From an optimization exercise on the open Yosys and OpenROAD flow, aimed at small area, a short achievable clock period and few clock cycles per item; shortcuts taken in it are not production practice. The RTL was checked by simulation tests, not by an equivalence proof against the original design.

== run a ==
==> flow/design.v <==
package udrf_pkg;
    localparam int RX_DEPTH = 255;
    localparam int TX_DEPTH = 255;
    localparam int RX_AW    = 8;
    localparam int TX_AW    = 8;
    localparam int DATA_W   = 8;
    localparam int CMD_W    = 2;
    typedef enum logic [CMD_W-1:0] {
        CMD_RX_BYTE  = 2'd0,
        CMD_POP      = 2'd1,
        CMD_PUSH     = 2'd2,
        CMD_TX_READY = 2'd3
    } t_cmd;
    typedef struct packed {
        logic [DATA_W-1:0] data;
        logic              data_valid;
        logic              accepted;
        logic              rx_notify;
        logic              tx_irq_enabled;
    } t_result;
endpackage
module udrf_ram #(
    parameter int DEPTH = 255,
    parameter int WIDTH = 8,
    parameter int AW    = 8
) (
    input  logic             i_clk,
    input  logic             i_clr,
    input  logic             i_we,
    input  logic [AW-1:0]    i_waddr,
    input  logic [WIDTH-1:0] i_wdata,
    input  logic             i_re,
    input  logic [AW-1:0]    i_raddr,
    output logic [WIDTH-1:0] o_rdata
);
    logic [DEPTH*WIDTH-1:0] r_mem;
    logic [DEPTH-1:0]       wsel, rsel, keep;
    always_comb begin
        for (int i = 0; i < DEPTH; i++) begin
            wsel[i] = i_we && (i_waddr == AW'(i));
            rsel[i] = (i_raddr == AW'(i));
            keep[i] = !i_clr && !(i_re && rsel[i]);
        end
    end
    for (genvar i = 0; i < DEPTH; i++) begin : g_word
        always_ff @(posedge i_clk) begin
            r_mem[i*WIDTH +: WIDTH] <= (r_mem[i*WIDTH +: WIDTH] & {WIDTH{keep[i]}})
                                     | (i_wdata & {WIDTH{wsel[i]}});
        end
    end
    always_comb begin
        o_rdata = '0;
        for (int i = 0; i < DEPTH; i++) begin
            o_rdata = o_rdata | (r_mem[i*WIDTH +: WIDTH] & {WIDTH{rsel[i]}});
        end
    end
endmodule
module uart_dual_ring_fifo (
    input  logic                          i_clk,
    input  logic                          i_rst_n,
    input  logic                          i_in_valid,
    output logic                          o_in_ready,
    input  logic [udrf_pkg::CMD_W-1:0]    i_in_command,
    input  logic [udrf_pkg::DATA_W-1:0]   i_in_data,
    output logic                          o_out_valid,
    input  logic                          i_out_ready,
    output logic [udrf_pkg::DATA_W-1:0]   o_out_data,
    output logic                          o_out_data_valid,
    output logic                          o_out_accepted,
    output logic                          o_out_rx_notify,
    output logic                          o_out_tx_irq_enabled,
    input  logic                          i_cfg_we,
    input  logic                          i_cfg_wdata
);
    localparam int AW     = udrf_pkg::RX_AW;
    localparam int DATA_W = udrf_pkg::DATA_W;
    logic [AW-1:0] r_rx_wr, r_rx_rd, r_tx_wr, r_tx_rd;
    logic [AW-1:0] rx_wr_nxt, rx_rd_nxt, tx_wr_nxt, tx_rd_nxt;
    logic          r_rx_full, r_rx_empty, r_tx_full, r_tx_empty;
    logic          r_tx_irq, n_tx_irq;
    logic          r_notify_en;
    logic              r_in_ready;
    logic              r_out_valid, r_skid_valid;
    udrf_pkg::t_result r_out, r_skid, res;
    logic              accept, take;
    logic              rx_we, rx_re, tx_we, tx_re;
    logic [DATA_W-1:0] rx_rdata, tx_rdata;
    udrf_pkg::t_cmd    cmd;
    assign cmd    = udrf_pkg::t_cmd'(i_in_command);
    assign accept = i_in_valid && r_in_ready;
    assign take   = r_out_valid && i_out_ready;
    assign rx_wr_nxt = (r_rx_wr == AW'(udrf_pkg::RX_DEPTH - 1)) ? '0 : r_rx_wr + AW'(1);
    assign rx_rd_nxt = (r_rx_rd == AW'(udrf_pkg::RX_DEPTH - 1)) ? '0 : r_rx_rd + AW'(1);
    assign tx_wr_nxt = (r_tx_wr == AW'(udrf_pkg::TX_DEPTH - 1)) ? '0 : r_tx_wr + AW'(1);
    assign tx_rd_nxt = (r_tx_rd == AW'(udrf_pkg::TX_DEPTH - 1)) ? '0 : r_tx_rd + AW'(1);
    always_comb begin
        rx_we    = 1'b0;
        rx_re    = 1'b0;
        tx_we    = 1'b0;
        tx_re    = 1'b0;
        n_tx_irq = r_tx_irq;
        case (cmd)
            udrf_pkg::CMD_RX_BYTE:  rx_we = !r_rx_full;
            udrf_pkg::CMD_POP:      rx_re = !r_rx_empty;
            udrf_pkg::CMD_PUSH: begin
                tx_we = !r_tx_full;
                if (!r_tx_full) n_tx_irq = 1'b1;
            end
            default: begin
                if (r_tx_irq) begin
                    if (r_tx_empty) n_tx_irq = 1'b0;
                    else            tx_re    = 1'b1;
                end
            end
        endcase
        res.data           = rx_re ? rx_rdata : (tx_re ? tx_rdata : '0);
        res.data_valid     = rx_re || tx_re;
        res.accepted       = rx_we || tx_we;
        res.rx_notify      = (cmd == udrf_pkg::CMD_RX_BYTE) && r_notify_en;
        res.tx_irq_enabled = n_tx_irq;
    end
    udrf_ram #(.DEPTH(udrf_pkg::RX_DEPTH), .WIDTH(DATA_W), .AW(AW)) u_rx_ram (
        .i_clk   (i_clk),
        .i_clr   (!i_rst_n),
        .i_we    (accept && rx_we),
        .i_waddr (r_rx_wr),
        .i_wdata (i_in_data),
        .i_re    (accept && rx_re),
        .i_raddr (r_rx_rd),
        .o_rdata (rx_rdata)
    );
    udrf_ram #(.DEPTH(udrf_pkg::TX_DEPTH), .WIDTH(DATA_W), .AW(AW)) u_tx_ram (
        .i_clk   (i_clk),
        .i_clr   (!i_rst_n),
        .i_we    (accept && tx_we),
        .i_waddr (r_tx_wr),
        .i_wdata (i_in_data),
        .i_re    (accept && tx_re),
        .i_raddr (r_tx_rd),
        .o_rdata (tx_rdata)
    );
    always_ff @(posedge i_clk) begin
        if (!i_rst_n) begin
            r_rx_wr     <= '0;
            r_rx_rd     <= '0;
            r_tx_wr     <= '0;
            r_tx_rd     <= '0;
            r_rx_full   <= 1'b0;
            r_rx_empty  <= 1'b1;
            r_tx_full   <= 1'b0;
            r_tx_empty  <= 1'b1;
            r_tx_irq    <= 1'b0;
            r_notify_en <= 1'b0;
        end else begin
            if (i_cfg_we) begin
                r_notify_en <= i_cfg_wdata;
            end
            if (accept) begin
                if (rx_we) begin
                    r_rx_wr    <= rx_wr_nxt;
                    r_rx_empty <= 1'b0;
                    r_rx_full  <= (rx_wr_nxt == r_rx_rd);
                end
                if (rx_re) begin
                    r_rx_rd    <= rx_rd_nxt;
                    r_rx_full  <= 1'b0;
                    r_rx_empty <= (rx_rd_nxt == r_rx_wr);
                end
                if (tx_we) begin
                    r_tx_wr    <= tx_wr_nxt;
                    r_tx_empty <= 1'b0;
                    r_tx_full  <= (tx_wr_nxt == r_tx_rd);
                end
                if (tx_re) begin
                    r_tx_rd    <= tx_rd_nxt;
                    r_tx_full  <= 1'b0;
                    r_tx_empty <= (tx_rd_nxt == r_tx_wr);
                end
                r_tx_irq <= n_tx_irq;
            end
        end
    end
    always_ff @(posedge i_clk) begin
        if (!i_rst_n) begin
            r_out_valid  <= 1'b0;
            r_skid_valid <= 1'b0;
            r_in_ready   <= 1'b1;
        end else begin
            if (!r_out_valid || i_out_ready) begin
                r_out_valid  <= r_skid_valid || accept;
                r_skid_valid <= r_skid_valid && accept;
            end else begin
                r_skid_valid <= r_skid_valid || accept;
            end
            r_in_ready <= (32'(r_out_valid) + 32'(r_skid_valid) + 32'(accept) - 32'(take)) < 2;
        end
    end
    always_ff @(posedge i_clk) begin
        if (!r_out_valid || i_out_ready) begin
            r_out <= r_skid_valid ? r_skid : res;
        end
        if (r_out_valid && !i_out_ready && !r_skid_valid) begin
            r_skid <= res;
        end else if (r_skid_valid && (!r_out_valid || i_out_ready)) begin
            r_skid <= res;
        end
    end
    assign o_in_ready           = r_in_ready;
    assign o_out_valid          = r_out_valid;
    assign o_out_data           = r_out.data;
    assign o_out_data_valid     = r_out.data_valid;
    assign o_out_accepted       = r_out.accepted;
    assign o_out_rx_notify      = r_out.rx_notify;
    assign o_out_tx_irq_enabled = r_out.tx_irq_enabled;
endmodule
clock: 5.0 ns
lec_check: 0
abc_clock_period_in_ps: 2500
cap_margin: 20
core_margin: 2
core_utilization: 40
setup_slack_margin: 2.3
slew_margin: 20
run.sh (not shown) runs the stock make flow with config.mk's settings and CLKGATE_MAP_FILE= SYNTH_SCRIPT=/design/flow/synth_recipe.tcl, a recipe that flattens the netlist after the stock synthesis.
Run status, run a: aborted in global routing (5_1_grt), error GRT-0116
Testbench counts of run a, summed over its fixed seeds: cycles 30,822, items 24,576.
Modified inputs, run b compared to run a
- an added CTS_CLUSTER_DIAMETER of 100
- an added CTS_CLUSTER_SIZE of 30
- a change of CORE_UTILIZATION from 40 to 45
[summary]
Diff run b..run a | synthesized area | unchanged. Summary of run b over run a: placed standard-cell area shows a reduction of 3.2%; width of the die shows a reduction of 36 microns. Not one of run a and run b finished clean. The log for run b ends in global routing (5_1_grt) with error GRT-0116, so the run never completed. From run b to run a, count of different cell masters after synthesis did not move at all. When the final numbers for run a and run b were put side by side, the height of the chip turned out to be smaller in run b. Run a and run b ended up with nearly the same synthesized netlist cell count.
